Source: an optimization exercise on an open RTL-to-GDS flow (aim: small area, a short achievable clock period and few clock cycles). Production flows keep margins and buffers that such runs may drop.
The RTL was checked by simulation tests, not by an equivalence proof against the original design.
Power figures rest on the tool's default switching activity, not on a simulated workload.

Design grid_cell_neighbor_enumerator, start of the top module:
module grid_cell_neighbor_enumerator #(
    parameter int MAX_DIM = 1024
) (
    input  logic                            i_clk,
    input  logic                            i_rst_n,
    input  logic                            req_valid,
    output logic                            req_ready,
    input  logic [gcne_pkg::INDEX_W-1:0]    req_cell_index,
    output logic                            res_valid,
    input  logic                            res_ready,
    output logic [gcne_pkg::COORD_OUT_W-1:0] res_cell_i,
    output logic [gcne_pkg::COORD_OUT_W-1:0] res_cell_j,
    output logic [gcne_pkg::COORD_OUT_W-1:0] res_cell_k,
    output logic                            res_valid_res,
    output logic                            res_last,
    input  logic                            psel,
    input  logic                            penable,
    input  logic                            pwrite,
    input  logic [gcne_pkg::APB_ADDR_W-1:0] paddr,
    input  logic [gcne_pkg::APB_DATA_W-1:0] pwdata,
    output logic [gcne_pkg::APB_DATA_W-1:0] prdata,
    output logic                            pready
);
Size: about 1300 cells after synthesis, about 160 flip-flops.
export LEC_CHECK = 0
export CAP_MARGIN = 0
export CORE_MARGIN = 2
export CORE_UTILIZATION = 55
export CTS_BUF_LIST = sky130_fd_sc_hd__clkbuf_4 sky130_fd_sc_hd__clkbuf_8
export SETUP_SLACK_MARGIN = 4.7
export SLEW_MARGIN = 0
create_clock -name core_clock -period 8.0 [get_ports {i_clk}]
standard.sh (not shown) runs the stock make flow with config.mk's settings and CLKGATE_MAP_FILE= SYNTH_SCRIPT=/design/flow/synth_recipe.tcl, a recipe that flattens the netlist after the stock synthesis.
==> flow/flow/run.sh <==
#!/bin/bash
# The standard layout, with the port buffers inserted as the smallest buffer cell
# (resizing then sizes them up where timing needs it). Every input and output port
# still gets its own buffer.
set -euo pipefail
export BUFFER_PORTS_ARGS="-buffer_cell sky130_fd_sc_hd__buf_1"
bash standard.sh finish > standard_flow.log 2>&1
The baseline went through all stages and came out clean.
Testbench counts at the start, summed over its fixed seeds: cycles 126,644.
Change:
CAP_MARGIN = 20   (was 0)
CORE_UTILIZATION = 60   (was 55)
SLEW_MARGIN = 20   (was 0)
Clock skew barely changes. Critical path depth shrinks by 2. Setup slack got worse by 0.12 ns. Non-clock buffer count grows by 16. Combinational power grows by a few percent. Core utilization grows by 5.1 points.
Change:
ABC_AREA = 1   (was default)
CORE_UTILIZATION = 55   (was 60)
SETUP_SLACK_MARGIN = 4.5   (was 4.7)
Effect:
- total power climbs by 1.7%
- sequential share of layout area rises by 0.45 points
- non-clock buffer count is lower by 33
- design area goes down by 1.6%
- global-route usage decreases by 2.4 points
- synthesized area goes down by 0.41%
- first-iteration DRC count came out lower by 19%
- clock skew rose by 0.0039 ns
- worst setup slack is better by 0.052 ns
- final cell count came out higher by 15%
Change:
==> flow/run.sh (new file) <==
#!/bin/bash
# synth_recipe.tcl (not shown) runs the flow's synth.tcl, then flattens the netlist and writes it again
# the make line also repeats each setting of config.mk as NAME=value (left out here)
make -C /OpenROAD-flow-scripts/flow DESIGN_CONFIG=/design/flow/config.mk WORK_HOME=/design/flow/orfs CLKGATE_MAP_FILE= SYNTH_SCRIPT=/design/flow/synth_recipe.tcl finish
ABC_AREA = default   (was 1)
SETUP_SLACK_MARGIN = 4.7   (was 4.5)
removed: flow/flow/run.sh
removed: flow/standard.sh
Setup slack degrades by 0.018 ns. Total power goes up by 3.1%. Fmax fell by 0.54%. Flip-flop and latch count does not change. Sequential power rises by about 2%. Hold slack is about the same.

---

Setup of run a:
grid_cell_neighbor_enumerator, a different RTL version from the one above (not shown whole).
For scale: ~1400 cells after synthesis, about 140 I/O pins.
make LEC_CHECK=0 CAP_MARGIN=20 CORE_MARGIN=2 CORE_UTILIZATION=40 SETUP_SLACK_MARGIN=4.5 SLEW_MARGIN=20 finish   # period 8.0 ns
run.sh (not shown) runs the stock make flow with config.mk's settings and CLKGATE_MAP_FILE= SYNTH_SCRIPT=/design/flow/synth_recipe.tcl, a recipe that flattens the netlist after the stock synthesis.
Stock flow here: none of the scripts above is used.
Testbench counts of run a, summed over its fixed seeds: cycles 128,024.
## Diff of input files: run b against run a
-- flow/config.mk --
<<< run a, line 10
export CORE_UTILIZATION = 40
export SETUP_SLACK_MARGIN = 4.5
export SLEW_MARGIN = 20
>>> run b, line 10
export CORE_UTILIZATION = 40
export SLEW_MARGIN = 20
Results
- Taking run a as the reference, in run b post-CTS resize count shrank by 158, number of fill cells in the layout grew by about 3.7%, normalized max-slew margin shrank by 1.2 points, overall power consumption shrank by about 0.35%, non-clock buffer count in the final layout shrank by 68.
- Run b ends up with higher clock share of power than run a does.

==> port drivers added, routing unchanged <==
The results above use ideal ports. As a check the final layouts listed here were re-extracted and re-timed, cells and wires unchanged.
Step 1 sets driving cells, clkbuf_16 on the clock port and buf_2 on the other inputs (assumed; they add their load-dependent delay and slew).
Step 2 adds t to the input delays and takes it off the output delays; t is the mean of the earliest and latest rising clock arrival at the registers after step 1. Input paths then give back, and output paths get back, about the clock's delay inside the block.
Three values: no drivers, after step 1, after step 2; two values: the first two.
run | t, ns | slack for setup (ns) | cell pins on the clock port's net
the first run of note 1 | 0.504 | 4.800 / 4.759 / 4.485 | 1
the second run of note 1 | 0.510 | 4.684 / 4.669 / 4.370 | 1
the third run of note 1 | 0.506 | 4.736 / 4.743 / 4.246 | 1
the fourth run of note 1 | 0.504 | 4.719 / 4.689 / 4.231 | 1
run a | 0.472 | 4.048 / 3.964 / 3.964 | 1
run b | 0.473 | 2.354 / 2.333 / 2.333 | 1
After both steps setup and hold are still met in every run listed. For the third run of note 1, which loses most, drivers alone change the setup slack by +0.007 ns; drivers and shift together by -0.490 ns.
